From an optimization exercise on the open Yosys and OpenROAD flow, aimed at small area, a short achievable clock period and few clock cycles; shortcuts taken in it are not production practice. Only simulation tests tie the RTL to the original design; equivalence was not proved. No activity file was given, so power comes from the tool's default toggle rates.

<file path="flow/design.v">
package dvl_pkg;
   localparam int DEFAULT_MAX_FRAMES = 4;
   localparam int HEADER_LEN = 6;
   localparam logic [7:0]  SYNC_BYTE_RST   = 8'h7f;
   localparam logic [7:0]  HEADER_BYTE_RST = 8'h7f;
   localparam logic [15:0] VEL_ID_RST      = 16'h0358;
   localparam logic [15:0] RANGE_ID_RST    = 16'h0458;
   localparam int CSR_IDX_W  = 3;
   localparam int CSR_DATA_W = 16;
   typedef enum logic [CSR_IDX_W-1:0] {
      CSR_SYNC_BYTE   = 3'd0,
      CSR_HEADER_BYTE = 3'd1,
      CSR_VEL_ID      = 3'd2,
      CSR_RANGE_ID    = 3'd3,
      CSR_COUNT_LO    = 3'd4,
      CSR_COUNT_HI    = 3'd5
   } csr_idx_type;
   typedef enum logic [3:0] {
      PH_SYNC    = 4'd0,
      PH_HEADER  = 4'd1,
      PH_SIZE_LO = 4'd2,
      PH_SIZE_HI = 4'd3,
      PH_SPARE   = 4'd4,
      PH_COUNT   = 4'd5,
      PH_OFFSETS = 4'd6,
      PH_WAIT    = 4'd7,
      PH_ID_LO   = 4'd8,
      PH_VEL_SB  = 4'd9,
      PH_VEL_FW  = 4'd10,
      PH_VEL_UP  = 4'd11,
      PH_RANGE   = 4'd12
   } phase_type;
   typedef struct packed {
      logic [7:0]  sync_byte;
      logic [7:0]  header_byte;
      logic [15:0] vel_id;
      logic [15:0] range_id;
   } cfg_type;
   typedef struct packed {
      logic signed [31:0] vel_starboard;
      logic signed [31:0] vel_forward;
      logic signed [31:0] vel_upward;
      logic signed [31:0] bottom_range;
      logic [31:0]        update_count;
   } result_type;
endpackage
module dvl_datagram_velocity_parser_top #(
   parameter int MAX_FRAMES = dvl_pkg::DEFAULT_MAX_FRAMES
) (
   input  logic                              clock,
   input  logic                              reset,
   input  logic                              req_valid,
   output logic                              req_stall,
   input  logic [7:0]                        req_rx_byte,
   output logic                              rsp_valid,
   input  logic                              rsp_stall,
   output logic signed [31:0]                rsp_vel_starboard,
   output logic signed [31:0]                rsp_vel_forward,
   output logic signed [31:0]                rsp_vel_upward,
   output logic signed [31:0]                rsp_bottom_range,
   output logic [31:0]                       rsp_update_count,
   input  logic                              csr_wr_en,
   input  logic [dvl_pkg::CSR_IDX_W-1:0]     csr_index,
   input  logic [dvl_pkg::CSR_DATA_W-1:0]    csr_wdata
);
   localparam int S_SYNC = 0;    
   localparam int S_HEAD = 1;    
   localparam int S_OFF  = 2;    
   localparam int S_WAIT = 3;    
   localparam int S_IDLO = 4;    
   localparam int S_VEL  = 5;    
   localparam int S_RNG  = 6;    
   logic        pv;              
   logic [7:0]  pb;              
   logic        f_sync;          
   logic        f_hdr;           
   logic        f_bad;           
   logic        f_vel;           
   logic        f_rng;           
   logic        f_z;             
   logic [6:0]  ph;
   logic [15:0] pos;
   logic [3:0]  sel;             
   logic        hit;             
   logic [3:0]  lastsel;         
   logic        done;            
   logic [3:0]  vcnt;            
   logic [7:0]  off_lo [4];      
   logic [7:0]  off_hi [4];
   logic [7:0]  vel_b [12];      
   logic [7:0]  rng_b [4];       
   logic [31:0] cnt_live;        
   logic [31:0] cnt_out;         
   logic        out_v;
   logic        fin_d;           
   logic        stall;
   logic [7:0]  cfg_sync, cfg_hdr;
   logic [15:0] cfg_vel, cfg_rng;
   logic [7:0]  b;
   logic        acc, take, fin, out_v_n;
   logic        hit_n, fwd, off_last, tbl_hi;
   logic [6:0]  ph_n;
   logic [31:0] cnt_inc, cnt_n;
   logic [7:0]  pb_rst, pb_m1, pb_hi_m1;
   logic [7:0]  cur_lo, cur_hi;
   logic [3:0]  tbl_slot;
   assign b         = req_rx_byte;
   assign req_stall = stall;
   assign acc       = req_valid & ~stall;
   assign take      = out_v & ~rsp_stall;
   assign fin       = acc & ph[S_RNG] &
                      (pv ? (vcnt[1:0] == 2'd2) : (vcnt[1:0] == 2'd3));
   always_ff @(posedge clock) begin
      if (reset) begin
         cfg_sync <= dvl_pkg::SYNC_BYTE_RST;
         cfg_hdr  <= dvl_pkg::HEADER_BYTE_RST;
         cfg_vel  <= dvl_pkg::VEL_ID_RST;
         cfg_rng  <= dvl_pkg::RANGE_ID_RST;
      end else if (csr_wr_en) begin
         case (csr_index)
            3'd0: cfg_sync <= csr_wdata[7:0];
            3'd1: cfg_hdr  <= csr_wdata[7:0];
            3'd2: cfg_vel  <= csr_wdata;
            3'd3: cfg_rng  <= csr_wdata;
            default: ;
         endcase
      end
   end
   always_ff @(posedge clock) begin
      if (reset) pv <= 1'b0;
      else       pv <= acc;
      if (acc) begin
         pb     <= b;
         f_sync <= (b == cfg_sync);
         f_hdr  <= (b == cfg_hdr);
         f_bad  <= (b == 8'd0) || (b > 8'(MAX_FRAMES));
         f_vel  <= ({pb, b} == cfg_vel);
         f_rng  <= ({pb, b} == cfg_rng);
         f_z    <= (pb == 8'd0);
      end
   end
   always_comb begin
      cur_lo = '0;
      cur_hi = '0;
      for (int s = 0; s < 4; s++) begin
         cur_lo = cur_lo | (off_lo[s] & {8{sel[s]}});
         cur_hi = cur_hi | (off_hi[s] & {8{sel[s]}});
      end
   end
   always_comb begin
      for (int s = 0; s < 4; s++) tbl_slot[s] = (pos[3:1] == 3'(s + 3));
   end
   assign tbl_hi   = pos[0];
   assign off_last = tbl_hi & |(tbl_slot & lastsel);
   assign pb_m1    = pb - 8'd1;
   assign pb_hi_m1 = f_z ? pb_m1 : pb;
   assign fwd      = ph[S_OFF] & tbl_hi & tbl_slot[0];
   assign hit_n    = fwd ? (cur_lo == 8'd7 && pb == 8'd0)
                         : (pos == {cur_hi, cur_lo});
   always_comb begin
      ph_n = '0;
      case (1'b1)
         ph[S_SYNC]: if (f_sync) ph_n[S_HEAD] = 1'b1; else ph_n[S_SYNC] = 1'b1;
         ph[S_HEAD]: begin
            if ((pos[2:0] == 3'd1 && !f_hdr) || (pos[2:0] == 3'd5 && f_bad))
               ph_n[S_SYNC] = 1'b1;
            else if (pos[2:0] == 3'd5)
               ph_n[S_OFF] = 1'b1;
            else
               ph_n[S_HEAD] = 1'b1;
         end
         ph[S_OFF]:  if (off_last) ph_n[S_WAIT] = 1'b1; else ph_n[S_OFF] = 1'b1;
         ph[S_WAIT]: begin
            if (done)     ph_n[S_SYNC] = 1'b1;
            else if (hit) ph_n[S_IDLO] = 1'b1;
            else          ph_n[S_WAIT] = 1'b1;
         end
         ph[S_IDLO]: begin
            if (f_vel)      ph_n[S_VEL]  = 1'b1;
            else if (f_rng) ph_n[S_RNG]  = 1'b1;
            else            ph_n[S_WAIT] = 1'b1;
         end
         ph[S_VEL]:  if (vcnt == 4'd11) ph_n[S_WAIT] = 1'b1; else ph_n[S_VEL] = 1'b1;
         ph[S_RNG]:  if (vcnt[1:0] == 2'd3) ph_n[S_SYNC] = 1'b1; else ph_n[S_RNG] = 1'b1;
         default:    ph_n[S_SYNC] = 1'b1;
      endcase
   end
   always_ff @(posedge clock) begin
      if (reset)   ph <= 7'(1 << S_SYNC);
      else if (pv) ph <= ph_n;
   end
   always_ff @(posedge clock) begin
      if (pv) begin
         pos <= ph[S_SYNC] ? 16'd1 : pos + 16'd1;
         if (ph[S_HEAD]) begin
            sel     <= 4'b0001;
            done    <= 1'b0;
            for (int s = 0; s < 4; s++) lastsel[s] <= (pb[2:0] == 3'(s + 1));
         end
         if (ph[S_WAIT] && !done && hit) begin
            sel  <= {sel[2:0], sel[3]};
            done <= |(sel & lastsel);
         end
         hit  <= hit_n;
         vcnt <= ph[S_IDLO] ? 4'd0 : vcnt + 4'd1;
      end
   end
   always_ff @(posedge clock) begin
      for (int s = 0; s < 4; s++) begin
         if (pv && ph[S_OFF] && tbl_slot[s] && !tbl_hi)
            off_lo[s] <= pb_m1;
         if (pv && ph[S_OFF] && tbl_slot[s] && tbl_hi)
            off_hi[s] <= pb_hi_m1;
      end
   end
   assign pb_rst = pb & {8{~reset}};
   always_ff @(posedge clock) begin
      for (int k = 0; k < 12; k++) begin
         if (reset || (pv && ph[S_VEL] && vcnt == 4'(k))) vel_b[k] <= pb_rst;
      end
      for (int k = 0; k < 4; k++) begin
         if (pv && ph[S_RNG] && vcnt[1:0] == 2'(k)) rng_b[k] <= pb;
      end
   end
   assign cnt_inc = cnt_live + 32'd1;
   always_comb begin
      cnt_n = fin ? cnt_inc : cnt_live;
      if (csr_wr_en && csr_index == 3'd4) cnt_n[15:0]  = csr_wdata;
      if (csr_wr_en && csr_index == 3'd5) cnt_n[31:16] = csr_wdata;
   end
   always_ff @(posedge clock) begin
      if (reset) cnt_live <= '0;
      else       cnt_live <= cnt_n;
      if (fin) cnt_out <= cnt_inc;
   end
   assign out_v_n = (pv & ph[S_RNG] & (vcnt[1:0] == 2'd3)) | (out_v & ~take);
   always_ff @(posedge clock) begin
      if (reset) begin
         out_v <= 1'b0;
         stall <= 1'b0;
      end else begin
         out_v <= out_v_n;
         stall <= out_v_n & (ph[S_IDLO] | ph[S_VEL] |
                             (ph[S_RNG] & ~(pv & vcnt[1:0] == 2'd3)) |
                             (ph[S_WAIT] & hit & ~done & pv));
      end
   end
   assign rsp_valid         = out_v;
   assign rsp_vel_starboard = {vel_b[3], vel_b[2], vel_b[1], vel_b[0]};
   assign rsp_vel_forward   = {vel_b[7], vel_b[6], vel_b[5], vel_b[4]};
   assign rsp_vel_upward    = {vel_b[11], vel_b[10], vel_b[9], vel_b[8]};
   assign rsp_bottom_range  = {rng_b[3], rng_b[2], rng_b[1], rng_b[0]};
   assign rsp_update_count  = cnt_out;
endmodule
</file>
<file path="flow/constraint.sdc">
create_clock -name core_clock -period 4.5 [get_ports {clock}]
set_input_delay 0.9000 -clock core_clock [delete_from_list [all_inputs] [get_ports {clock}]]
set_output_delay 0.9000 -clock core_clock [all_outputs]
set_load 0.01 [all_outputs]
</file>
<file path="flow/run.sh">
#!/bin/bash
# synth_recipe.tcl (not shown) runs the flow's synth.tcl, then flattens the netlist and writes it again
# the make line also repeats each setting of config.mk as NAME=value (left out here)
make -C /OpenROAD-flow-scripts/flow DESIGN_CONFIG=/design/flow/config.mk WORK_HOME=/design/flow/orfs CLKGATE_MAP_FILE= SYNTH_SCRIPT=/design/flow/synth_recipe.tcl finish
</file>
<file path="flow/config.mk">
export PLATFORM = sky130hd
export DESIGN_NAME = dvl_datagram_velocity_parser_top
export DESIGN_NICKNAME = dvl_datagram_velocity_parser_top
export VERILOG_FILES = /design/flow/design.v
export SDC_FILE = /design/flow/constraint.sdc
export NUM_CORES = 4
export LEC_CHECK = 0
export CAP_MARGIN = 20
export CORE_MARGIN = 2
export CORE_UTILIZATION = 40
export CTS_CLUSTER_DIAMETER = 80
export CTS_CLUSTER_SIZE = 30
export SETUP_SLACK_MARGIN = 2.8
export SLEW_MARGIN = 20
</file>
==> summary.md, run 1 <==
| Metric | Value |
|---|---|
| Status | finished clean |
| # DRC | 0 |
| Number of vias per cell | ~5.4 |
| Ant. Diodes | 0 |
| Area leader, netlist | edfxtp_1 |
| CTS Buf Count | 18 |
| Post-synthesis cell area | 14,790 um2 |
| Max Cap Viol | 0 |
| RSZ-0062 raised after global routing | yes |
| #FFs+latches synth | between 300 and 400 |
| Number of global-route vias before repair | 10,280 |
| Post-synth EDFFs | ~270 |
| CTS tree | done |
| Synth Flop Type | edfxtp_1 |
| Design Power | 6.186 mW |
| Hold Vio Cnt, Final | 0 |
| # clock sinks | roughly 360 |
| Hold buffers post-CTS | 0 |
| Register area share after synthesis | 66.58% |
| Dominant cells by area after synthesis | edfxtp_1, dfxtp_1, xnor2_1, nand2_1, nor2_1 |
| Power Density | about 310 nW/um2 |
| Root buffer cell | clkbuf_16 |
| Final worst slack | 2272 ps |
| Initial Util | approximately 41% |
| Worst slew pin tran | between 700 and 800 ps |
| P_leak | 7.574 nW |
| Largest net degree at the start of global routing | 81 |
| Htree depth | 1 |
| # rows | 70 |
| Clock latency at the later pin of the worst-skew pair | 540 ps |
| Routability cong. | 0.7837 |
| Share of layout cells above drive strength 1 | 40.09% |
| Clock Path Buffers | 3 |
| Final min period | 2228 ps |
| Via count | 10,660 |
| Synth top area share | 54.40% |
| Drt pass-1 iters | 9 |
| Die Area | between 30,000 and 40,000 um2 |
| VDD IR max | 258.8 uV |
| Yosys warns | 5 |
| Total core area | 36,520 um2 |
| Worst EP arrival | 2580 ps |
| First-iteration detailed-routing DRC count | about 840 |
| Synthesized Nets | 1,218 |
| Relative slew slack | 50.32% |
| Final clock period utilization by the worst path | 49.51% |
| # setup viols final | 0 |
| Critical path data required time | 4850 ps |
| Unique masters post-synth | 54 |
| Worst-path clk slew | 100 ps |
| Highest clock rate | 0.4488 GHz |
| Synth Area per Inst | 12.60 um2 |
| Syn-to-layout area delta | 37.06% |
| Worst hold path class | flop to flop |
| Antenna violations before repair | 0 |
| DIE WIDTH | 196.3 um |
| Final Max Slew Viols | 0 |
| Setup Crit Path Kind | flop to flop |
| Setup TNS Final | 0 ps |
| IO Port Bufs | 193 |
| All-Layer GR Usage | roughly a fifth |
| CP endpoint kind | flop |
| Die H | 196.3 um |
| Routed Antenna Nets | 0 |
| DP Wirelength | 25.35 mm |
| Post-synthesis cell count | 1,174 |
| Max FO, Critical Path | 7 |
| Wire length per cell | 22.06 um |
| Total Routed Length | ~43 mm |
| Reg2Reg Setup Slack | around 2300 ps |
| Nets | 1,538 |
| I/O pin cnt | 194 |
| First-pass GRT wire length | 62.83 mm |
| Synth async-reset ratio | 0% |
| Fin Clk Skew | 21.87 ps |
| Gr ovfl total | 0 |
| CP Launch Type | flop |
| Worst slack, placed | 1391 ps |
[through the flow]
stage	hold slack (ps)	cell area (um2)	instances	utilization [%]
global route	494.8	20280	1972	55.52
finish	472.5	20280	1972	55.52
detailed placement	459.1	17430	1769	47.71
floorplan	448.8	15290	1174	-
global placement	453.6	17420	1769	47.70
CTS	474.7	19340	1924	52.95
[what timing repair did]
action	CTS	global route
buffers inserted	118	48
setup endpoints to repair	596	468
pin swaps	93	52
resized for setup	881	117
endpoints found under the hold margin	0	0
cloned	7	0
[power by group]
group	internal [mW]	total, mW	switching [mW]
combinational	0.200	0.490	0.290
sequential	3.63	3.70	0.0634
clock	0.876	2.00	1.12
total	4.71	6.19	1.48
[registers in the layout (all words and copies together), names as in the netlist, 4 cells and up]
| name | cells |
|---|---|
| cfg_sync | 8 |
| off_lo | 32 |
| lastsel | 4 |
| vel_b | 96 |
| rng_b | 32 |
| cfg_rng | 16 |
| cnt_out | 32 |
| pb | 8 |
| cnt_live | 32 |
| sel | 4 |
| off_hi | 32 |
| vcnt | 4 |
| ph | 7 |
| pos | 16 |
| cfg_vel | 16 |
| cfg_hdr | 8 |
[kinds of logic (layout without fill, tap and decap cells)]
kind of cell	Yosys count	in the layout	synth area share, %
buf+inv	92	421	2.419
fa+ha+maj	12	12	1.015
mux	4	4	0.2876
flops	358	358	66.58
xor+xnor	134	134	7.934
compound gates	163	163	7.722
simple gates	411	412	14.04
[cells in the final DEF, fill, tap and decap left out, types with 8 or more instances in the layout]
cell	Yosys	routed
nand3b_1	11	11
xnor2_2	0	10
a22oi_1	22	21
xor2_1	40	31
a21oi_1	43	42
buf_2	4	158
nor4_4	0	12
buf_4	0	117
nand3_1	25	16
nor2_4	0	17
xnor2_1	94	83
nor2b_1	36	28
nor2_1	98	75
a211o_1	14	14
nand4_1	23	23
and3_1	17	13
a21o_4	0	11
buf_12	0	22
nand2_1	107	94
clkdlybuf4s50_1	0	17
nor3_4	0	15
inv_1	19	15
buf_6	1	30
dfxtp_1	90	60
edfxtp_1	268	268
xor2_2	0	8
a211oi_1	23	18
dfxtp_4	0	18
nand3_4	0	8
dfxtp_2	0	12
clkbuf_16	0	19
[cells in the mapped netlist, drive strengths merged, types with 5 or more instances]
cell and count:
a21o 11, a211oi 23, nor3b 5, a221oi 6, nand2 107, xor2 40
buf 11, nand4 24, o21ai 12, and2 6, ha 12, or3 15
inv 19, nor4 18, nor2 98, o31ai 5, or4 5, nand3b 11
and3 17, nand2b 7, a22oi 22, nand3 27, a21oi 43, a211o 14
edfxtp 268, nor3 23, and4 7, xnor2 94, dfxtp 90, a22o 8
clkbuf 61, nor2b 36, a311oi 11
[final cells by class]
type | count | area, um2
multi-input combinational | 725 | 6041
inverter | 20 | 93.84
sequential | 358 | 9932
clock inverter | 11 | 145.1
fill | 2980 | 16250
tap | 468 | 585.6
timing repair inverter | 3 | 62.56
clock buffer | 19 | 475.5
timing repair buffer | 368 | 2940
[layer usage]
layer	global-route usage [%]	vias up	share of wire (%)
li1	-	4891	-
met1	28.56	5388	42
met2	37.23	328	51
met3	2.527	56	4.9
met4	4.966	0	2.1
met5	0	-	0
[worst paths after layout]
check	start	end	cells after the start
hold / removal	cfg_rng[7]	cfg_rng[7]	2
setup reg to reg	sel[3]	hit	6
hold reg to reg	cfg_rng[7]	cfg_rng[7]	2
setup / recovery	sel[3]	hit	6
[critical path: stages, from the launching register on]
cell	delay, ps
edfxtp_1	550
buf_4	230
a22o_1	230
a221oi_4	290
nand3_1	130
or4_4	530
o31ai_4	90
Testbench counts, summed over its fixed seeds: cycles 48,874.
==> inputs of run 2 (changes only) <==
--- a/flow/config.mk
+++ b/flow/config.mk
@@ -10,5 +10,5 @@
 export CORE_UTILIZATION = 40
 export CTS_CLUSTER_DIAMETER = 80
 export CTS_CLUSTER_SIZE = 30
-export SETUP_SLACK_MARGIN = 2.8
+export SETUP_SLACK_MARGIN = 2.5
 export SLEW_MARGIN = 20
==> summary.md, run 2 <==
| Metric | Value |
|---|---|
| Synthesized Nets | 1,218 (unchanged) |
| Wire length per cell | 20.77 um (-5.8%) |
| Total Routed Length | 39.46 mm (-9.3%) |
| Final min period | 2130 ps (-97.92 ps) |
| Most flops, register | vel_b |
| Worst EP arrival | 2490 ps (-90 ps) |
| Area leader, netlist | edfxtp_1 |
| Total core area | 36,520 um2 (unchanged) |
| Power Density | 329.0 nW/um2 (+7.8%) |
| # clock sinks | 358 (unchanged) |
| Yosys warns | 5 (unchanged) |
| P_leak | 6.838 nW (-9.7%) |
| Final core utilization | 50.87% (-4.6 points) |
| Hold Vio Cnt, Final | 0 (unchanged) |
| I/O pin cnt | 194 (unchanged) |
| Synth top area share | 54.40% (unchanged) |
| Most frequent cell after synthesis | edfxtp_1 |
| Synthesized-area fraction occupied by and/or/nand/nor cells | 14.04% (unchanged) |
| Number of vias per cell | 5.304 (-1.9%) |
| Max reg flops | 96 (unchanged) |
| Most frequent cells in the layout | edfxtp_1, buf_2, nand2_1 |
| CP endpoint kind | flop |
| Syn-to-layout area delta | 25.59% |
| CP Launch Type | flop |
| Worst hold path class | flop to flop |
| Via count | 10,080 (-5.5%) |
| Relative slew slack | 26.94% (-23 points) |
| Clock Path Buffers | 3 (unchanged) |
| Commonest non-fill, non-tap cell in the layout | edfxtp_1 |
| Synth async-reset ratio | 0% (unchanged) |
| Initial Util | 40.50% (unchanged) |
| Max Cap Viol | 0 (unchanged) |
| First-pass GRT wire length | 59.42 mm (-5.4%) |
| VDD IR max | 238.6 uV (-7.8%) |
| Routed Antenna Nets | 0 (unchanged) |
| Synth Flop Type | edfxtp_1 |
| Post-synthesis mux area share | 0.2876% (unchanged) |
| Reg power frac | 60.5% (+0.7 points) |
| Post-synthesis compound-gate area fraction | 7.722% (unchanged) |
| Placed cells | 1,767 (-0.11%) |
| Register area share after synthesis | 66.58% (unchanged) |
| Synth Area per Inst | 12.60 um2 (unchanged) |
| Largest family of logic cells by synthesized area | simple AND/OR/NAND/NOR gates |
| Switch share | 23.49% (-0.39 points) |
| Highest clock rate | 0.4694 GHz (+4.6%) |
| Number of global-route vias before repair | 9,897 (-3.7%) |
| Clock network power share | 32.4% (about the same) |
| CTS tree | done |
| Htree depth | 1 (unchanged) |
| Post-synthesis cell area | 14,790 um2 (unchanged) |
| Status | finished clean |
| Nets | 1,464 (-4.8%) |
| DIE WIDTH | 196.3 um (unchanged) |
| #FFs+latches synth | 358 (unchanged) |
| Post-Synth Adder-Cell Area | 1.015% (unchanged) |
| Antenna violations before repair | 4 (+4) |
| DP Wirelength | 24.45 mm (-3.5%) |
| First-iteration detailed-routing DRC count | 654 (-23%) |
| Routability cong. | 0.7895 (+0.74%) |
| Design Power | 6.111 mW (-1.2%) |
| Gr ovfl total | 0 (unchanged) |
| Critical path data required time | 4860 ps (about the same) |
| RSZ-0062 raised after global routing | yes |
| Post-Synth XOR/XNOR Area | 7.934% (unchanged) |
| Most instantiated cells after synthesis | edfxtp_1, nand2_1, nor2_1, xnor2_1, dfxtp_1 |
| # DRC | 0 (unchanged) |
| All-Layer GR Usage | 19.93% (-1.4 points) |
| Setup TNS Final | 0 ps (unchanged) |
| Ant. Diodes | 0 (unchanged) |
| Post-synth EDFFs | 268 (unchanged) |
| Largest net degree at the start of global routing | 80 (-1.2%) |
| Die Area | 38,540 um2 (unchanged) |
| Max FO, Critical Path | 7 (unchanged) |
| Drt pass-1 iters | 5 (-4) |
| Root buffer cell | clkbuf_16 |
| # setup viols final | 0 (unchanged) |
| Dominant cells by area after synthesis | edfxtp_1, dfxtp_1, xnor2_1, nand2_1, nor2_1 |
| Non-filler instance count after layout | 1,900 (-3.7%) |
| Share of layout cells above drive strength 1 | 29.26% (-11 points) |
| Post-synthesis cell count | 1,174 (unchanged) |
| Logic pwr share | 7.1% (-0.8 points) |
| # rows | 70 (unchanged) |
| Worst-path clk slew | 110 ps (about the same) |
| Worst slew pin tran | 1092 ps (+347.5 ps) |
| Unique masters post-synth | 54 (unchanged) |
| Final clock period utilization by the worst path | 47.34% (-2.2 points) |
| Die H | 196.3 um (unchanged) |
| Clock latency at the later pin of the worst-skew pair | 540 ps (about the same) |
| P_int | 4.676 mW (-0.71%) |
| Final Max Slew Viols | 0 (unchanged) |
| P_sw | 1.436 mW (-2.8%) |
| CTS Buf Count | 18 (unchanged) |
| Hold buffers post-CTS | 0 (unchanged) |
| Setup Crit Path Kind | flop to flop |
| Fin Clk Skew | 39.53 ps (+17.66 ps) |
| IO Port Bufs | 193 (unchanged) |
-- run 2: cell types whose count changed in the layout (fill, tap and decap cells not counted), moves of 8 or more --
cell | previous run | this run
buf_4 | 117 | 85
buf_6 | 30 | 7
nor2_1 | 75 | 91
nor2_4 | 17 | 1
buf_12 | 22 | 9
nor3_1 | 4 | 16
a21o_4 | 11 | 0
nor3_4 | 15 | 5
a21o_1 | 0 | 9
nand2_1 | 94 | 102
-- run 2: layer usage --
metal,routed length (um),GRT usage (%),up-vias
met5,31,0,-
met3,2461,3.335,58
met1,17390,27.27,4958
met2,18800,33.50,325
met4,786,4.181,6
li1,-,-,4731
-- run 2: cells by family after synthesis --
group | count (synthesis)
simple gates | 411
flops | 358
compound gates | 163
xor+xnor | 134
buf+inv | 92
fa+ha+maj | 12
mux | 4
-- run 2: cell type report --
| class | count | area (um2) |
|---|---|---|
| timing repair inverter | 2 | 32.53 |
| timing repair buffer | 294 | 2091 |
| tap | 468 | 585.6 |
| fill | 3200 | 17940 |
| multi-input combinational | 726 | 5223 |
| inverter | 20 | 101.3 |
| clock buffer | 25 | 519.2 |
| clock inverter | 7 | 102.6 |
| sequential | 358 | 9923 |
-- run 2: power by group through the flow --
stage                     Clock, mW  Sequential [mW]  Combinational (mW)
final                          1.98             3.70               0.434
after global routing           2.15             3.71               0.465
after CTS                      2.04             3.70               0.414
after detailed placement          0             3.80               0.411
after global placement            0             3.79               0.408
after floorplan                   0             3.79               0.192
-- run 2: what timing repair did --
action                                  in CTS  in global routing
cloned                                       6                  0
hold endpoints to repair                     0                  0
buffers inserted                            71                 24
pin swaps                                   22                 24
endpoints found under the setup margin     504                370
gates resized for setup                    746                 67
-- run 2: per-stage QoR --
step	cell area (um2)	hold WS, ps	setup WS (ps)
after floorplan	14930	448.8	2297
after global placement	17160	454.3	1158
after detailed placement	17160	459.1	1104
after CTS	18080	474.0	2358
after global routing	18580	497.9	2308
final	18580	475.6	2370
-- run 2: critical path, stage by stage (launching register included) --
cell,delay (ps)
edfxtp_1,370
buf_4,190
buf_4,180
a22o_1,230
or3_1,350
a211oi_1,240
nand4_1,170
o31ai_2,230
-- run 2: final timing paths --
kind                   start          to  slack, ps  depth (start not counted)
hold / removal    cfg_rng[2]  cfg_rng[2]        480                          2
setup reg to reg      sel[1]         hit       2370                          7
setup / recovery      sel[1]         hit       2370                          7
hold reg to reg   cfg_rng[2]  cfg_rng[2]        480                          2
==> inputs of run 3 (changes only) <==
--- a/flow/config.mk
+++ b/flow/config.mk
@@ -5,6 +5,7 @@
 export SDC_FILE = /design/flow/constraint.sdc
 export NUM_CORES = 4
 export LEC_CHECK = 0
+export ABC_AREA = 1
 export CAP_MARGIN = 20
 export CORE_MARGIN = 2
 export CORE_UTILIZATION = 40
==> summary.md, run 3 <==
| Metric | Value |
|---|---|
| Largest net degree at the start of global routing | 43 (-46%) |
| Grt peak-use layer | met2 |
| I/O pin cnt | 194 (unchanged) |
| P_leak | 7.090 nW (+3.7%) |
| Total Routed Length | 41.67 mm (+5.6%) |
| Worst-path clk slew | 100 ps (about the same) |
| Register area share after synthesis | 64.77% (-1.8 points) |
| Logic pwr share | 7.0% (about the same) |
| Syn-to-layout area delta | 19.35% |
| Worst slew pin tran | 1022 ps (-69.47 ps) |
| P_int | 4.668 mW (-0.16%) |
| #FFs+latches synth | 358 (unchanged) |
| Fin Clk Skew | 41.12 ps (+1.591 ps) |
| CP cell instances | buf_2 |
| Most frequent cell after synthesis | nand2_1 |
| Most flops, register | vel_b |
| RSZ-0062 raised after global routing | yes |
| Final Max Slew Viols | 0 (unchanged) |
| Via count | 11,040 (+9.6%) |
| Gr ovfl total | 0 (unchanged) |
| # clock sinks | 358 (unchanged) |
| Hold buffers post-CTS | 0 (unchanged) |
| First-pass GRT wire length | 61.58 mm (+3.6%) |
| CTS Buf Count | 19 (+1) |
| Max Cap Viol | 0 (unchanged) |
| Most instantiated cells after synthesis | nand2_1, edfxtp_1, nor2_1, inv_1, dfxtp_1 |
| # setup viols final | 0 (unchanged) |
| CP endpoint | rsp_vel_forward[3] |
| Status | finished clean |
| Antenna violations before repair | 0 (-4) |
| CP top delay family | flip-flops |
| Design Area, Final | 18,150 um2 (-2.3%) |
| Worst hold path class | flop to flop |
| Final clock period utilization by the worst path | 45.01% (-2.3 points) |
| Hold Vio Cnt, Final | 0 (unchanged) |
| Root buffer cell | clkbuf_16 |
| FF-to-FF path depth | 5 (-2) |
| Switch share | 23.88% (+0.39 points) |
| # DRC | 0 (unchanged) |
| Share of layout cells above drive strength 1 | 20.66% (-8.6 points) |
| Post-place instance area | 17,650 um2 (+2.9%) |
| CP Launch Type | flop |
| Max reg flops | 96 (unchanged) |
| CTS tree | done |
| Power Density | 337.9 nW/um2 (+2.7%) |
| Max FO, Critical Path | 1 (-6) |
| Worst slack, placed | 1214 ps (+109.9 ps) |
| Post-synthesis cell count | 1,475 (+26%) |
| Most frequent cells in the layout | nand2_1, edfxtp_1, nor2_1 |
| Worst path bufs/invs | 1 (-1) |
| Reg2reg end | off_hi[2][3] |
| Worst EP arrival | 1130 ps (-1360 ps) |
| Unique masters post-synth | 43 (-20%) |
| Post-synthesis cell area | 15,210 um2 (+2.8%) |
| Yosys warns | 5 (unchanged) |
| Met3 Use GR | 2.713% (-0.62 points) |
| Commonest non-fill, non-tap cell in the layout | nand2_1 |
| Die H | 199.0 um (+1.4%) |
| P_sw | 1.465 mW (+2.0%) |
| Placed cells | 2,139 (+21%) |
| Die Area | 39,590 um2 (+2.7%) |
| Routability cong. | 0.8983 (+14%) |
| Synth top area share | 52.92% (-1.5 points) |
| Total core area | 37,580 um2 (+2.9%) |
| Routed Antenna Nets | 0 (unchanged) |
| Number of vias per cell | 4.985 (-6.0%) |
| Synth Area per Inst | 10.31 um2 (-18%) |
| Highest clock rate | 0.4937 GHz (+5.2%) |
| # rows | 71 (+1.4%) |
| All-Layer GR Usage | 20.60% (+0.67 points) |
| Nets | 1,735 (+19%) |
| Clock network power share | 32.8% (+0.4 points) |
| DP Wirelength | 29.48 mm (+21%) |
| Final min period | 2025 ps (-104.7 ps) |
| Synth async-reset ratio | 0% (unchanged) |
| Critical path data required time | 3600 ps (-1260 ps) |
| Post-synth EDFFs | 268 (unchanged) |
| Ant. Diodes | 0 (unchanged) |
| Wire length per cell | 18.81 um (-9.4%) |
| Final worst slack | 2475 ps (+104.7 ps) |
| CP endpoint kind | primary output |
| Setup TNS Final | 0 ps (unchanged) |
| Htree depth | 1 (unchanged) |
| Number of global-route vias before repair | 10,320 (+4.2%) |
| Setup Crit Path Kind | flop to primary output |
| Initial Util | 40.47% (about the same) |
| IO Port Bufs | 193 (unchanged) |
| Relative slew slack | 31.58% (+4.6 points) |
| Area leader, netlist | edfxtp_1 |
| VDD IR max | 284.6 uV (+19%) |
| Clock Path Buffers | 3 (unchanged) |
| Synth Flop Type | edfxtp_1 |
| WP depth | 1 (-6) |
| Final core utilization | 48.30% (-2.6 points) |
| GR Util met1 | 27.69% (+0.42 points) |
| FF-to-FF Start | pb[1] |
| First-iteration detailed-routing DRC count | 806 (+23%) |
| DIE WIDTH | 199.0 um (+1.4%) |
| Clock latency at the later pin of the worst-skew pair | 550 ps (about the same) |
| CP Launch Point | vel_b[4][3] |
| Drt pass-1 iters | 5 (unchanged) |
| Dominant cells by area after synthesis | edfxtp_1, dfxtp_1, nand2_1, nor2_1, inv_1 |
| GR Layer Usage met2 | 35.29% (+1.8 points) |
| CP max stage delay | 420 ps (+50 ps) |
| Synthesized Nets | 1,519 (+25%) |
| Design Power | 6.133 mW (+0.35%) |
| Non-filler instance count after layout | 2,215 (+17%) |
| Reg2Reg Setup Slack | 2540 ps (+170 ps) |
| Slowest cell on crit path | edfxtp_1 |
| Reg power frac | 60.2% (-0.3 points) |
| Worst Hold Slack | 450.5 ps (-25.16 ps) |
## run 3: cell count changes after synthesis, moves of 14 or more
cell and delta:
a22oi_1 -22, a211o_1 -14, nand2_1 +282, o21ai_0 +69
nor2b_1 -36, and3_1 -17, xnor2_1 -60, nor2_1 +85
nand3_1 +41, clkbuf_1 -41, a211oi_1 -20, inv_1 +93
## run 3: cells by family after synthesis
family          share of synthesized area, %
simple gates                           20.49
flops                                  64.77
buf+inv                                4.369
compound gates                         5.447
xor+xnor                               3.941
fa+ha+maj                             0.9873
## run 3: power groups by stage
stage	Sequential, mW	Clock [mW]	Combinational, mW
finish	3.69	2.01	0.429
global route	3.70	2.17	0.467
CTS	3.70	2.06	0.412
detailed placement	3.78	0	0.433
global placement	3.78	0	0.430
floorplan	3.78	0	0.188
## run 3: what timing repair did
| item | 4_1_cts | 5_1_grt |
|---|---|---|
| gates cloned | 1 | 2 |
| buffers inserted | 21 | 18 |
| pin swaps | 5 | 5 |
| resized for setup | 685 | 44 |
| setup endpoints to repair | 440 | 265 |
## run 3: how the worst min path moves through the flow
stage               start          to  slack, ps  cells after the start
6_report            stall          pv        450                      1
5_1_grt             stall          pv        470                      1
4_1_cts             stall          pv        450                      1
3_5_place_dp   cfg_hdr[4]  cfg_hdr[4]        470                      2
3_3_place_gp   cfg_vel[4]  cfg_vel[4]        460                      2
2_1_floorplan  cfg_hdr[0]  cfg_hdr[0]        440                      2
## run 3: cell type report
cell class / instances / area (um2)
multi-input combinational: 960 / 4931
tap: 511 / 639.4
timing repair inverter: 1 / 7.507
timing repair buffer: 236 / 1624
sequential: 358 / 9857
clock buffer: 21 / 483.0
fill: 3522 / 19430
clock inverter: 13 / 146.4
inverter: 115 / 461.7
## run 3: routing by layer
layer  vias up  part of all wire [%]
li1       5348                     -
met1      5354                    43
met2       286                    50
met3        53                   5.0
met4         0                   2.3
met5         -                     0
==> inputs of run 4 (changes only) <==
--- a/flow/config.mk
+++ b/flow/config.mk
@@ -8,8 +8,8 @@
 export ABC_AREA = 1
 export CAP_MARGIN = 20
 export CORE_MARGIN = 2
-export CORE_UTILIZATION = 40
+export CORE_UTILIZATION = 55
 export CTS_CLUSTER_DIAMETER = 80
 export CTS_CLUSTER_SIZE = 30
-export SETUP_SLACK_MARGIN = 2.5
+export SETUP_SLACK_MARGIN = 2.6
 export SLEW_MARGIN = 20
==> summary.md, run 4 <==
| Metric | Value |
|---|---|
| Routed Antenna Nets | 0 (unchanged) |
| Yosys warns | 5 (unchanged) |
| CTS tree | done |
| Routability cong. | 0.8884 (-1.1%) |
| Highest clock rate | 0.4925 GHz (-0.24%) |
| Synthesized Nets | 1,519 (unchanged) |
| IO Port Bufs | 193 (unchanged) |
| Htree depth | 1 (unchanged) |
| CP Launch Type | flop |
| Synth async-reset ratio | 0% (unchanged) |
| Final clock period utilization by the worst path | 45.12% (+0.11 points) |
| Status | finished clean |
| Fin Clk Skew | 16.84 ps (-24.28 ps) |
| Worst hold path class | flop to flop |
| Post-synthesis cell area | 15,210 um2 (unchanged) |
| Post-synth EDFFs | 268 (unchanged) |
| Reg2Reg Setup Slack | 2610 ps (+70 ps) |
| CTS Buf Count | 16 (-3) |
| CP endpoint kind | primary output |
| Root buffer cell | clkbuf_16 |
| Number of vias per cell | 5.421 (+8.7%) |
| Synth Flop Type | edfxtp_1 |
| Die H | 170.3 um (-14%) |
| Max Cap Viol | 0 (unchanged) |
| Most instantiated cells after synthesis | nand2_1, edfxtp_1, nor2_1, inv_1, dfxtp_1 |
| FILL cells | 2,177 (-38%) |
| # clock sinks | 358 (unchanged) |
| VDD IR max | 318.8 uV (+12%) |
| Critical path data required time | 3600 ps (about the same) |
| Ant. Diodes | 0 (unchanged) |
| Worst slew pin tran | 1030 ps (+7.385 ps) |
| Syn-to-layout area delta | 19.36% (about the same) |
| Synth Area per Inst | 10.31 um2 (unchanged) |
| Final min period | 2030 ps (+4.810 ps) |
| Most frequent cells in the layout | nand2_1, edfxtp_1, nor2_1 |
| Most flops, register | vel_b |
| Antenna violations before repair | 0 (unchanged) |
| Synth top area share | 52.92% (unchanged) |
| Via count | 11,170 (+1.2%) |
| DIE WIDTH | 170.3 um (-14%) |
| Setup TNS Final | 0 ps (unchanged) |
| P_leak | 7.214 nW (+1.8%) |
| Hold Vio Cnt, Final | 0 (unchanged) |
| Setup Crit Path Kind | flop to primary output |
| Wire length per cell | 19.38 um (+3.0%) |
| Dominant cells by area after synthesis | edfxtp_1, dfxtp_1, nand2_1, nor2_1, inv_1 |
| CP top delay family | flip-flops |
| RSZ-0062 raised after global routing | yes |
| Multi-input logic area | 5104 um2 (+3.5%) |
| # DRC | 0 (unchanged) |
| All-Layer GR Usage | 26.87% (+6.3 points) |
| Initial Util | 56.27% (+16 points) |
| Clock latency at the later pin of the worst-skew pair | 530 ps (-20 ps) |
| Largest net degree at the start of global routing | 52 (+21%) |
| Drt pass-1 iters | 5 (unchanged) |
| Relative slew slack | 31.09% (-0.49 points) |
| Slowest cell on crit path | edfxtp_1 |
| Commonest non-fill, non-tap cell in the layout | nand2_1 |
| DP Wirelength | 26.88 mm (-8.8%) |
| Total core area | 27,030 um2 (-28%) |
| FF/Latch Area | 9857 um2 (unchanged) |
| Max reg flops | 96 (unchanged) |
| CP max stage delay | 440 ps (+20 ps) |
| Number of global-route vias before repair | 10,470 (+1.5%) |
| #FFs+latches synth | 358 (unchanged) |
| Worst EP arrival | 1130 ps (about the same) |
| Total Routed Length | 39.95 mm (-4.1%) |
| Register area share after synthesis | 64.77% (unchanged) |
| # rows | 60 (-15%) |
| Nets | 1,754 (+1.1%) |
| Most frequent cell after synthesis | nand2_1 |
| First-iteration detailed-routing DRC count | 1,084 (+34%) |
| Post-synthesis cell count | 1,475 (unchanged) |
| Design Power | 5.888 mW (-4.0%) |
| CP cell instances | buf_2 |
| Die Area | 29,000 um2 (-27%) |
| Max FO, Critical Path | 1 (unchanged) |
| Unique masters post-synth | 43 (unchanged) |
| Worst path bufs/invs | 1 (unchanged) |
| # setup viols final | 0 (unchanged) |
| Power Density | 324.4 nW/um2 (-4.0%) |
| Final Max Slew Viols | 0 (unchanged) |
| First-pass GRT wire length | 59.37 mm (-3.6%) |
| Worst-path clk slew | 120 ps (+20 ps) |
| I/O pin cnt | 194 (unchanged) |
| Gr ovfl total | 0 (unchanged) |
| Area leader, netlist | edfxtp_1 |
| Clock Path Buffers | 3 (unchanged) |
| Share of layout cells above drive strength 1 | 23.08% (+2.4 points) |
[run 4: what timing repair did]
item                       CTS  global route
setup endpoints to repair  598           435
resized for setup          697            78
hold buffers                 0             0
buffers inserted            43            15
pin swaps                    8            10
gates cloned                 4             1
[run 4: layout make-up]
type	count	share of cell area [%]
flip-flops and latches	358	54.30
well taps	341	2.351
repair inverters	1	0.04136
multi-input cells	960	28.12
clock buffers	23	2.523
inverters	115	2.564
repair buffers	258	9.871
clock inverters	5	0.2275
[run 4: final timing paths]
check	endpoint	startpoint	cells after the start
worst min register to register	cfg_hdr[2]	cfg_hdr[2]	2
worst max-delay path	rsp_update_count[0]	cnt_out[0]	1
worst max register to register	cnt_out[29]	vcnt[0]	9
worst min-delay path	cfg_hdr[2]	cfg_hdr[2]	2
[run 4: layer usage]
layer	wire, um	part of all wire (%)	track usage [%]
met1	16450	41	36.18
met4	1092	2.7	7.284
met5	0	0	0
met2	19960	50	46.31
met3	2443	6.1	3.326
[run 4: cell families after synthesis]
logic type | count (synthesis) | share of synthesized area (%)
simple gates | 727 | 20.49
flops | 358 | 64.77
buf+inv | 159 | 4.369
compound gates | 154 | 5.447
xor+xnor | 65 | 3.941
fa+ha+maj | 12 | 0.9873
[run 4: through the flow]
stage               instances  hold WS [ps]  cell area, um2  util (%)  setup slack, ps
global route             2061         513.4           18150     67.16             2448
floorplan                1475         443.5           15320         -             2122
CTS                      2045         489.8           17730     65.61             2472
global placement         1970         458.8           17470     64.63             1299
detailed placement       1970         468.5           17470     64.64             1234
finish                   2061         487.2           18150     67.16             2470
[run 4: power by group]
group / switching (mW) / internal (mW) / leakage, nW
Combinational: 0.279 / 0.151 / 3.67
Clock: 1.02 / 0.740 / 0.249
Sequential: 0.0581 / 3.64 / 3.30
Total: 1.36 / 4.53 / 7.21
==> inputs of run 5 (changes only) <==
--- a/flow/config.mk
+++ b/flow/config.mk
@@ -8,8 +8,8 @@
 export ABC_AREA = 1
 export CAP_MARGIN = 20
 export CORE_MARGIN = 2
-export CORE_UTILIZATION = 55
-export CTS_CLUSTER_DIAMETER = 80
+export CORE_UTILIZATION = 50
+export CTS_CLUSTER_DIAMETER = 150
 export CTS_CLUSTER_SIZE = 30
-export SETUP_SLACK_MARGIN = 2.6
+export SETUP_SLACK_MARGIN = 2.55
 export SLEW_MARGIN = 20
==> summary.md, run 5 <==
| Metric | Value |
|---|---|
| Status | finished clean |
| Slowest cell on crit path | edfxtp_1 |
| Most frequent cell after synthesis | nand2_1 |
| # rows | 63 (+5.0%) |
| Most instantiated cells after synthesis | nand2_1, edfxtp_1, nor2_1, inv_1, dfxtp_1 |
| CTS Buf Count | 15 (-1) |
| Worst slew pin tran | 934.2 ps (-95.64 ps) |
| Final worst slack | 2444 ps (-25.88 ps) |
| GR Util met1 | 34.45% (-1.7 points) |
| Commonest non-fill, non-tap cell in the layout | nand2_1 |
| Setup TNS Final | 0 ps (unchanged) |
| Most frequent cells in the layout | nand2_1, edfxtp_1, nor2_1 |
| Register area share after synthesis | 64.77% (unchanged) |
| Largest net degree at the start of global routing | 34 (-35%) |
| FF/Latch Area | 9857 um2 (unchanged) |
| Worst path bufs/invs | 1 (unchanged) |
| VDD IR max | 203.9 uV (-36%) |
| Number of global-route vias before repair | 10,240 (-2.1%) |
| CP max stage delay | 470 ps (+30 ps) |
| First-iteration detailed-routing DRC count | 757 (-30%) |
| Multi-input logic area | 5014 um2 (-1.8%) |
| CP top delay family | flip-flops |
| Yosys warns | 5 (unchanged) |
| Critical path data required time | 3600 ps (about the same) |
| Drt pass-1 iters | 7 (+2) |
| Max Cap Viol | 0 (unchanged) |
| P_leak | 7.101 nW (-1.6%) |
| All-Layer GR Usage | 24.91% (-2.0 points) |
| Routability cong. | 0.9052 (+1.9%) |
| # DRC | 0 (unchanged) |
| DIE WIDTH | 178.4 um (+4.8%) |
| Max reg flops | 96 (unchanged) |
| Post-synth EDFFs | 268 (unchanged) |
| #FFs+latches synth | 358 (unchanged) |
| RSZ-0062 raised after global routing | yes |
| Hold buffers post-CTS | 0 (unchanged) |
| Highest clock rate | 0.4863 GHz (-1.3%) |
| Worst hold path class | flop to flop |
| Post-synthesis mux area share | 0% (unchanged) |
| Worst EP arrival | 1160 ps (+30 ps) |
| Clock Path Buffers | 3 (unchanged) |
| Post-synthesis cell count | 1,475 (unchanged) |
| GR Layer Usage met2 | 42.54% (-3.8 points) |
| Post-synthesis cell area | 15,210 um2 (unchanged) |
| IO Port Bufs | 193 (unchanged) |
| Synthesized Nets | 1,519 (unchanged) |
| Root buffer cell | clkbuf_16 |
| Relative slew slack | 37.49% (+6.4 points) |
| Worst-path clk slew | 120 ps (about the same) |
| CP cell instances | buf_2 |
| Number of vias per cell | 5.221 (-3.7%) |
| Most flops, register | vel_b |
| # setup viols final | 0 (unchanged) |
| Max FO, Critical Path | 1 (unchanged) |
| Worst slack, placed | 682.0 ps (-552.2 ps) |
| Die H | 178.4 um (+4.8%) |
| Synth top area share | 52.92% (unchanged) |
| CTS tree | done |
| Synth async-reset ratio | 0% (unchanged) |
| Post-synthesis compound-gate area fraction | 5.447% (unchanged) |
| Final clock period utilization by the worst path | 45.69% (+0.58 points) |
| Met3 Use GR | 2.728% (-0.60 points) |
| Hold Vio Cnt, Final | 0 (unchanged) |
| Reg2Reg Setup Slack | 2570 ps (-40 ps) |
| Final Max Slew Viols | 0 (unchanged) |
| Via count | 10,970 (-1.9%) |
| Power Density | 319.4 nW/um2 (-1.6%) |
| Die Area | 31,820 um2 (+9.8%) |
| Synth Area per Inst | 10.31 um2 (unchanged) |
| I/O pin cnt | 194 (unchanged) |
| CP Launch Type | flop |
| FILL cells | 2,582 (+19%) |
| Nets | 1,746 (-0.46%) |
| Initial Util | 51.04% (-5.2 points) |
| Antenna violations before repair | 0 (unchanged) |
| Setup Crit Path Kind | flop to primary output |
| Share of layout cells above drive strength 1 | 21.11% (-2.0 points) |
| Synth Flop Type | edfxtp_1 |
| Clock latency at the later pin of the worst-skew pair | 520 ps (about the same) |
| Gr ovfl total | 0 (unchanged) |
| Htree depth | 1 (unchanged) |
| Total core area | 29,800 um2 (+10%) |
| Total Routed Length | 40.33 mm (+0.95%) |
| First-pass GRT wire length | 60.04 mm (+1.1%) |
| Ant. Diodes | 0 (unchanged) |
| Syn-to-layout area delta | 18.41% |
| CP endpoint kind | primary output |
| Final min period | 2056 ps (+25.88 ps) |
| Post-Synth Adder-Cell Area | 0.9873% (unchanged) |
| DP Wirelength | 27.13 mm (+0.94%) |
| Wire length per cell | 19.20 um (-0.92%) |
| # clock sinks | 358 (unchanged) |
| Grt peak-use layer | met2 |
| Largest family of logic cells by synthesized area | simple AND/OR/NAND/NOR gates |
| Unique masters post-synth | 43 (unchanged) |
| Routed Antenna Nets | 0 (unchanged) |
| Area leader, netlist | edfxtp_1 |
| Design Power | 5.751 mW (-2.3%) |
| Synthesized-area fraction occupied by and/or/nand/nor cells | 20.49% (unchanged) |
| Fin Clk Skew | 17.56 ps (+0.7154 ps) |
| Post-Synth XOR/XNOR Area | 3.941% (unchanged) |
| Dominant cells by area after synthesis | edfxtp_1, dfxtp_1, nand2_1, nor2_1, inv_1 |
## run 5: layout make-up
class                           instances  share of cell area, %
Timing Repair Buffer                  251                  9.735
Clock buffer                           25                  2.349
Sequential cell                       358                  54.74
Timing Repair inverter                  1                0.04169
Inverter                              115                  2.585
Multi-Input combinational cell        960                  27.84
Tap cell                              390                  2.710
## run 5: cell families after synthesis
logic type | after synthesis
AND/OR/NAND/NOR | 727
XOR/XNOR | 65
buffers and inverters | 159
adder cells (fa/ha/maj) | 12
flip-flops | 358
AO/OA/AOI/OAI | 154
## run 5: path summary, 6_finish.rpt
path | start | to | cells past startpoint
worst max register to register | pb[4] | off_hi[2][7] | 6
worst min-delay path | cfg_hdr[2] | cfg_hdr[2] | 2
worst max-delay path | cnt_out[0] | rsp_update_count[0] | 1
worst min register to register | cfg_hdr[2] | cfg_hdr[2] | 2
## run 5: timing repair
action,4_1_cts,5_1_grt
pin swaps,10,12
setup endpoints to repair,559,387
resized for setup,691,40
gates cloned,2,2
setup buffers,32,20
## run 5: routing by layer
layer	vias up	share of wire, %	wire [um]
met5	-	0	0
met4	0	2.1	847
met3	41	5.6	2266
met2	333	50	20010
met1	5242	43	17200
li1	5349	-	-
## run 5: worst register-to-register path: stages, from the launching register on
cell and delay, ps:
edfxtp_1 480, inv_2 250, nand4_1 270, nor3_2 240, xor2_2 180, nand2_1 60, o21ai_0 200
## run 5: metrics by stage
step / hold slack [ps] / cell area [um2] / instances / util, %
after global routing: 501.9 / 18010 / 2100 / 60.44
after CTS: 488.8 / 17640 / 2078 / 59.20
after floorplan: 443.5 / 15320 / 1475 / -
after detailed placement: 464.2 / 17530 / 2019 / 58.83
after global placement: 462.0 / 17520 / 2018 / 58.80
final: 485.1 / 18010 / 2100 / 60.44
## run 5: where the power goes
group          switching, mW  internal, mW
logic                  0.282         0.150
clock network          0.968         0.657
registers             0.0566          3.64
total                   1.31          4.44
==> inputs of run 6 (changes only) <==
--- a/flow/config.mk
+++ b/flow/config.mk
@@ -8,8 +8,8 @@
 export ABC_AREA = 1
 export CAP_MARGIN = 20
 export CORE_MARGIN = 2
-export CORE_UTILIZATION = 50
+export CORE_UTILIZATION = 40
 export CTS_CLUSTER_DIAMETER = 150
 export CTS_CLUSTER_SIZE = 30
-export SETUP_SLACK_MARGIN = 2.55
+export SETUP_SLACK_MARGIN = 2.5
 export SLEW_MARGIN = 20
==> summary.md, run 6 <==
| Metric | Value |
|---|---|
| Status | finished clean |
| Register area share after synthesis | 64.77% (unchanged) |
| Most frequent cells in the layout | nand2_1, edfxtp_1, nor2_1 |
| Setup TNS Final | 0 ps (unchanged) |
| Htree depth | 1 (unchanged) |
| Final min period | 1989 ps (-66.97 ps) |
| Logic pwr share | 7.5% (about the same) |
| Final Max Slew Viols | 0 (unchanged) |
| Total core area | 37,580 um2 (+26%) |
| Clock Path Buffers | 3 (unchanged) |
| Ant. Diodes | 0 (unchanged) |
| Via count | 11,110 (+1.3%) |
| Hold Vio Cnt, Final | 0 (unchanged) |
| Max reg flops | 96 (unchanged) |
| Synth Flop Type | edfxtp_1 |
| Syn-to-layout area delta | 18.33% (about the same) |
| P_leak | 7.022 nW (-1.1%) |
| Total Routed Length | 41.59 mm (+3.1%) |
| FF/Latch Area | 9856 um2 (about the same) |
| Drt pass-1 iters | 5 (-2) |
| Post-synthesis cell count | 1,475 (unchanged) |
| Nets | 1,736 (-0.57%) |
| CTS Buf Count | 15 (unchanged) |
| Power Density | 320.4 nW/um2 (+0.34%) |
| Number of vias per cell | 5.021 (-3.8%) |
| Max FO, Critical Path | 1 (unchanged) |
| Most flops, register | vel_b |
| CP top delay family | flip-flops |
| Hold_sp | stall |
| I/O pin cnt | 194 (unchanged) |
| Dominant cells by area after synthesis | edfxtp_1, dfxtp_1, nand2_1, nor2_1, inv_1 |
| Relative slew slack | 32.15% (-5.3 points) |
| Multi-input logic area | 4918 um2 (-1.9%) |
| Wire length per cell | 18.80 um (-2.1%) |
| FILL cells | 3,543 (+37%) |
| DP Wirelength | 29.48 mm (+8.7%) |
| Synth top area share | 52.92% (unchanged) |
| Die H | 199.0 um (+12%) |
| Critical path data required time | 3600 ps (about the same) |
| Post-synth EDFFs | 268 (unchanged) |
| CP Launch Point | vel_b[1][3] |
| Hold Crit Depth | 1 (-1) |
| Reg2reg end | off_hi[2][3] |
| Setup Crit Path Kind | flop to primary output |
| Synthesized Nets | 1,519 (unchanged) |
| Number of global-route vias before repair | 10,340 (+0.98%) |
| CP max stage delay | 410 ps (-60 ps) |
| RSZ-0062 raised after global routing | yes |
| FF-to-FF Start | pb[1] |
| Commonest non-fill, non-tap cell in the layout | nand2_1 |
| Slowest cell on crit path | edfxtp_1 |
| Root buffer cell | clkbuf_16 |
| Reg2Reg Setup Slack | 2540 ps (-30 ps) |
| FF-to-FF path depth | 5 (-1) |
| IO Port Bufs | 193 (unchanged) |
| Share of layout cells above drive strength 1 | 19.93% (-1.2 points) |
| Worst path bufs/invs | 1 (unchanged) |
| Clock network power share | 28.5% (+0.2 points) |
| Post-synthesis cell area | 15,210 um2 (unchanged) |
| All-Layer GR Usage | 20.61% (-4.3 points) |
| P_sw | 1.318 mW (+0.85%) |
| First-iteration detailed-routing DRC count | 854 (+13%) |
| Worst slew pin tran | 1014 ps (+79.75 ps) |
| # DRC | 0 (unchanged) |
| Antenna violations before repair | 0 (unchanged) |
| DIE WIDTH | 199.0 um (+12%) |
| CP Launch Type | flop |
| Design Area, Final | 17,990 um2 (about the same) |
| Worst EP arrival | 1090 ps (-70 ps) |
| Routed Antenna Nets | 0 (unchanged) |
| CTS tree | done |
| Synth async-reset ratio | 0% (unchanged) |
| # rows | 71 (+13%) |
| Switch share | 22.86% (+0.13 points) |
| Final core utilization | 47.89% (-13 points) |
| Hold EP | pv |
| Die Area | 39,590 um2 (+24%) |
| Gr ovfl total | 0 (unchanged) |
| Clock latency at the later pin of the worst-skew pair | 530 ps (about the same) |
| Largest net degree at the start of global routing | 43 (+26%) |
| Most instantiated cells after synthesis | nand2_1, edfxtp_1, nor2_1, inv_1, dfxtp_1 |
| Worst-path clk slew | 120 ps (about the same) |
| VDD IR max | 198.4 uV (-2.7%) |
| Yosys warns | 5 (unchanged) |
| Worst hold path class | flop to flop |
| # clock sinks | 358 (unchanged) |
| Routability cong. | 0.8983 (-0.76%) |
| Reg power frac | 64.0% (-0.2 points) |
| # setup viols final | 0 (unchanged) |
| Initial Util | 40.47% (-11 points) |
| CP endpoint kind | primary output |
| Area leader, netlist | edfxtp_1 |
| CP cell instances | buf_2 |
| Post-place instance area | 17,650 um2 (+0.72%) |
| Fin Clk Skew | 16.38 ps (-1.176 ps) |
| Final clock period utilization by the worst path | 44.20% (-1.5 points) |
| First-pass GRT wire length | 61.66 mm (+2.7%) |
| #FFs+latches synth | 358 (unchanged) |
| P_int | 4.448 mW (about the same) |
| Synth Area per Inst | 10.31 um2 (unchanged) |
| Highest clock rate | 0.5027 GHz (+3.4%) |
| Most frequent cell after synthesis | nand2_1 |
| Unique masters post-synth | 43 (unchanged) |
| Max Cap Viol | 0 (unchanged) |
-- run 6: cell count changes in the layout (fill, tap and decap cells not counted), moves of 4 or more --
| cell | change |
|---|---|
| a21oi_1 | +5 |
| a21oi_2 | -5 |
| buf_2 | -4 |
| buf_4 | -8 |
| buf_6 | +4 |
| clkdlybuf4s50_1 | +5 |
| dlygate4sd2_1 | -4 |
| nor2_2 | -4 |
| nor2_4 | +4 |
-- run 6: metrics by stage --
step | cells | worst slack (ps) | hold slack [ps] | total power [mW]
after global routing | 2212 | 2442 | 467.9 | 5.973
final | 2212 | 2511 | 449.9 | 5.766
after floorplan | 1475 | 2122 | 443.5 | 3.971
after detailed placement | 2139 | 1214 | 466.9 | 4.214
after CTS | 2190 | 2460 | 453.6 | 5.809
after global placement | 2139 | 1277 | 462.7 | 4.208
-- run 6: per-layer routing --
metal / share of wire, % / wire [um] / GRT usage (%) / vias up
met4: 2.3 / 969 / 5.058 / 0
met1: 43 / 17960 / 27.75 / 5421
met3: 4.4 / 1821 / 2.560 / 56
met5: 0 / 0 / 0 / -
met2: 50 / 20850 / 35.43 / 290
li1: - / - / - / 5340
-- run 6: area by class of cell --
class | instances | area share, %
tap | 511 | 3.553
multi-input combinational | 960 | 27.33
sequential | 358 | 54.77
timing repair inverter | 1 | 0.04172
inverter | 115 | 2.566
clock buffer | 25 | 2.350
clock inverter | 1 | 0.04867
timing repair buffer | 241 | 9.338
-- run 6: timing repair --
action                                  CTS  global route
pin swaps                                 5             6
resized for setup                       685            34
hold buffers                              0             0
gates cloned                              1             2
setup buffers                            24            20
endpoints found under the setup margin  442           207
-- run 6: logic make-up after synthesis --
logic type / after synthesis / share of synthesized area, %
AND/OR/NAND/NOR: 727 / 20.49
flip-flops: 358 / 64.77
buffers and inverters: 159 / 4.369
AO/OA/AOI/OAI: 154 / 5.447
XOR/XNOR: 65 / 3.941
adder cells (fa/ha/maj): 12 / 0.9873
-- run 6: worst max-delay path by stage --
stage	slack [ps]	end	cells after the start
after detailed placement	1210	cnt_out[24]	6
after floorplan	2120	cnt_out[0]	6
after global routing	2440	cfg_rng[11]	8
after global placement	1280	cnt_out[24]	6
final	2510	rsp_vel_starboard[11]	1
after CTS	2460	cfg_hdr[7]	6
-- run 6: power by group through the flow --
stage	combinational (mW)	sequential [mW]	clock [mW]
after global routing	0.470	3.70	1.80
after detailed placement	0.433	3.78	0
after global placement	0.430	3.78	0
final	0.432	3.69	1.64
after floorplan	0.188	3.78	0
after CTS	0.414	3.70	1.70
==> inputs of run 7 (changes only) <==
==> flow/flow/run.sh (new file) <==
#!/bin/bash
# The standard layout, with clock tree synthesis told not to add dummy
# loads to the clock tree (same clustering as config.mk sets).
set -euo pipefail
export CTS_ARGS="-sink_clustering_enable -repair_clock_nets -sink_clustering_size 30 -sink_clustering_max_diameter 150 -dont_use_dummy_load"
bash ./standard.sh > standard.log 2>&1
==> flow/standard.sh (new file) <==
#!/bin/bash
# synth_recipe.tcl (not shown) runs the flow's synth.tcl, then flattens the netlist and writes it again
# the make line also repeats each setting of config.mk as NAME=value (left out here)
make -C /OpenROAD-flow-scripts/flow DESIGN_CONFIG=/design/flow/config.mk WORK_HOME=/design/flow/orfs CLKGATE_MAP_FILE= SYNTH_SCRIPT=/design/flow/synth_recipe.tcl "${@:-finish}"
removed: flow/run.sh
==> summary.md, run 7 <==
| Metric | Value |
|---|---|
| Status | finished clean |
| Drt pass-1 iters | 5 (unchanged) |
| Worst-path clk slew | 110 ps (about the same) |
| Final min period | 1988 ps (-1.110 ps) |
| All-Layer GR Usage | 20.67% (+0.062 points) |
| # DRC | 0 (unchanged) |
| IO Port Bufs | 193 (unchanged) |
| Initial Util | 40.47% (unchanged) |
| Nets | 1,732 (-0.23%) |
| Reg power frac | 64.9% (+0.9 points) |
| Commonest non-fill, non-tap cell in the layout | nand2_1 |
| Max reg flops | 96 (unchanged) |
| Most frequent cell after synthesis | nand2_1 |
| Fin Clk Skew | 29.90 ps (+13.52 ps) |
| Gr ovfl total | 0 (unchanged) |
| Post-synth EDFFs | 268 (unchanged) |
| Setup TNS Final | 0 ps (unchanged) |
| Number of vias per cell | 5.005 (-0.32%) |
| Synth Area per Inst | 10.31 um2 (unchanged) |
| Register area share after synthesis | 64.77% (unchanged) |
| Most frequent cells in the layout | nand2_1, edfxtp_1, nor2_1 |
| # rows | 71 (unchanged) |
| Relative slew slack | 31.76% (-0.39 points) |
| First-iteration detailed-routing DRC count | 827 (-3.2%) |
| Area leader, netlist | edfxtp_1 |
| I/O pin cnt | 194 (unchanged) |
| Unique masters post-synth | 43 (unchanged) |
| Yosys warns | 5 (unchanged) |
| CP top delay family | flip-flops |
| FF-to-FF path depth | 5 (unchanged) |
| Hold Crit Depth | 1 (unchanged) |
| Largest net degree at the start of global routing | 43 (unchanged) |
| Switch share | 22.75% (-0.10 points) |
| Setup Crit Path Kind | flop to primary output |
| P_leak | 6.955 nW (-0.96%) |
| Hold_sp | stall |
| Hold buffers post-CTS | 0 (unchanged) |
| Max FO, Critical Path | 1 (unchanged) |
| RSZ-0062 raised after global routing | yes |
| Hold EP | pv |
| Synth async-reset ratio | 0% (unchanged) |
| Total Routed Length | 41.61 mm (about the same) |
| Clock network power share | 27.5% (-1.0 points) |
| Synthesized Nets | 1,519 (unchanged) |
| Design Power | 5.685 mW (-1.4%) |
| Post-synthesis cell count | 1,475 (unchanged) |
| Hold Vio Cnt, Final | 0 (unchanged) |
| P_int | 4.391 mW (-1.3%) |
| Root buffer cell | clkbuf_16 |
| Clock Path Buffers | 3 (unchanged) |
| Reg2reg end | off_hi[1][3] |
| FF-to-FF Start | pb[1] |
| Max Cap Viol | 0 (unchanged) |
| CTS tree | done |
| Logic pwr share | 7.6% (about the same) |
| #FFs+latches synth | 358 (unchanged) |
| # clock sinks | 358 (unchanged) |
| CTS Buf Count | 15 (unchanged) |
| Synth Flop Type | edfxtp_1 |
| Syn-to-layout area delta | 17.76% |
| Routed Antenna Nets | 0 (unchanged) |
| VDD IR max | 191.3 uV (-3.6%) |
| Reg2Reg Setup Slack | 2530 ps (about the same) |
| Via count | 11,000 (-1.0%) |
| Total core area | 37,580 um2 (unchanged) |
| Routability cong. | 0.8983 (unchanged) |
| Highest clock rate | 0.5030 GHz (about the same) |
| Htree depth | 1 (unchanged) |
| Ant. Diodes | 0 (unchanged) |
| CP max stage delay | 410 ps (about the same) |
| Share of layout cells above drive strength 1 | 19.87% (-0.060 points) |
| DIE WIDTH | 199.0 um (unchanged) |
| DP Wirelength | 29.48 mm (unchanged) |
| Worst path bufs/invs | 1 (unchanged) |
| Worst hold path class | flop to flop |
| Die Area | 39,590 um2 (unchanged) |
| CP cell instances | buf_2 |
| Post-synthesis cell area | 15,210 um2 (unchanged) |
| Die H | 199.0 um (unchanged) |
| Clock latency at the later pin of the worst-skew pair | 530 ps (about the same) |
| Worst slack, placed | 1214 ps (unchanged) |
| Critical path data required time | 3600 ps (about the same) |
| Power Density | 317.5 nW/um2 (-0.92%) |
| Antenna violations before repair | 0 (unchanged) |
| CP endpoint kind | primary output |
| P_sw | 1.294 mW (-1.9%) |
| Synth top area share | 52.92% (unchanged) |
| CP Launch Type | flop |
| Dominant cells by area after synthesis | edfxtp_1, dfxtp_1, nand2_1, nor2_1, inv_1 |
| Final clock period utilization by the worst path | 44.18% (about the same) |
| Number of global-route vias before repair | 10,330 (-0.15%) |
| Final worst slack | 2512 ps (+1.110 ps) |
| Wire length per cell | 18.94 um (+0.72%) |
| Worst slew pin tran | 1020 ps (+5.895 ps) |
| Worst EP arrival | 1090 ps (about the same) |
| Slowest cell on crit path | edfxtp_1 |
| # setup viols final | 0 (unchanged) |
| Most flops, register | vel_b |
| Final Max Slew Viols | 0 (unchanged) |
| First-pass GRT wire length | 61.73 mm (+0.11%) |
| Most instantiated cells after synthesis | nand2_1, edfxtp_1, nor2_1, inv_1, dfxtp_1 |
run 7: cell count changes in the layout (fill, tap and decap cells not counted), sizes merged:
cell	before	now
dlymetal6s2s	6	5
buf	211	207
clkbuf	25	15
inv	112	111
clkdlybuf4s50	22	21
dlygate4sd2	2	4
run 7: cell type report:
class | count | area [um2]
Clock buffer | 15 | 375.4
Fill cell | 3549 | 19670
Inverter | 115 | 466.7
Multi-Input combinational cell | 960 | 4945
Sequential cell | 358 | 9856
Tap cell | 511 | 639.4
Timing Repair Buffer | 237 | 1618
Timing Repair inverter | 1 | 7.507
run 7: worst max-delay path by stage:
stage / startpoint / end / slack, ps / cells after the start
floorplan: req_valid / cnt_out[0] / 2120 / 6
global placement: req_valid / cnt_out[24] / 1280 / 6
detailed placement: req_valid / cnt_out[24] / 1210 / 6
CTS: csr_index[0] / cfg_hdr[7] / 2400 / 6
global route: csr_index[2] / cnt_live[13] / 2460 / 8
finish: vel_b[4][3] / rsp_vel_forward[3] / 2510 / 1
run 7: power groups by stage:
stage                     Sequential [mW]  Clock, mW  Combinational (mW)
after floorplan                      3.78          0               0.188
after global placement               3.78          0               0.430
after detailed placement             3.78          0               0.433
after CTS                            3.70       1.61               0.412
after global routing                 3.70       1.71               0.469
final                                3.69       1.56               0.431
run 7: per-stage QoR:
step / util [%] / cell area (um2) / std cells / hold WS [ps]
floorplan: - / 15300 / 1475 / 443.5
global placement: 46.98 / 17650 / 2139 / 462.7
detailed placement: 46.98 / 17650 / 2139 / 466.9
CTS: 46.81 / 17590 / 2179 / 453.4
global route: 47.65 / 17910 / 2197 / 467.7
finish: 47.65 / 17910 / 2197 / 449.2
run 7: timing repair:
item / in CTS / in global routing
gates cloned: 3 / 0
gates resized for setup: 687 / 41
pin swaps: 6 / 3
endpoints found under the setup margin: 437 / 221
buffers inserted: 22 / 18
run 7: logic make-up after synthesis:
group	after synthesis	synth area share, %
compound gates	154	5.447
xor+xnor	65	3.941
flops	358	64.77
simple gates	727	20.49
buf+inv	159	4.369
fa+ha+maj	12	0.9873
run 7: layer usage:
layer	GRT usage, %	up-vias	share of wire, %
li1	-	5324	-
met1	27.82	5358	43
met2	35.59	264	51
met3	2.458	50	3.9
met4	5.196	0	2.1
met5	0	-	0

## port drivers added, routing unchanged
The results above use ideal ports. As a check the final layouts listed here were re-extracted and re-timed, cells and wires unchanged.
Step 1, drivers: a clkbuf_16 drives clock and a buf_2 each remaining input, both assumed.
Step 2 times the ports against the registers' clock, not the clock port: input delays grow and output delays shrink by t, the midpoint of the rising clock arrivals with the driver on.
Three values: ideal, step 1, step 2; two values: the first two.
run | t, ns | setup WS [ns] | latest minus earliest clock arrival (ns)
run 1 | 0.575 | 2.272 / 2.272 / 1.886 | 0.026 / 0.025
run 2 | 0.572 | 2.370 / 2.370 / 1.906 | 0.040 / 0.040
run 3 | 0.586 | 2.475 / 2.417 / 2.004 | 0.050 / 0.051
run 4 | 0.572 | 2.470 / 2.418 / 2.074 | 0.020 / 0.020
run 5 | 0.559 | 2.444 / 2.392 / 2.104 | 0.018 / 0.017
run 6 | 0.573 | 2.511 / 2.454 / 1.986 | 0.019 / 0.019
run 7 | 0.562 | 2.512 / 2.456 / 2.006 | 0.039 / 0.039
After both steps every run listed still meets setup and hold. The setup slack of run 6, which loses most, moves by -0.057 ns with the drivers and by -0.525 ns with both steps.
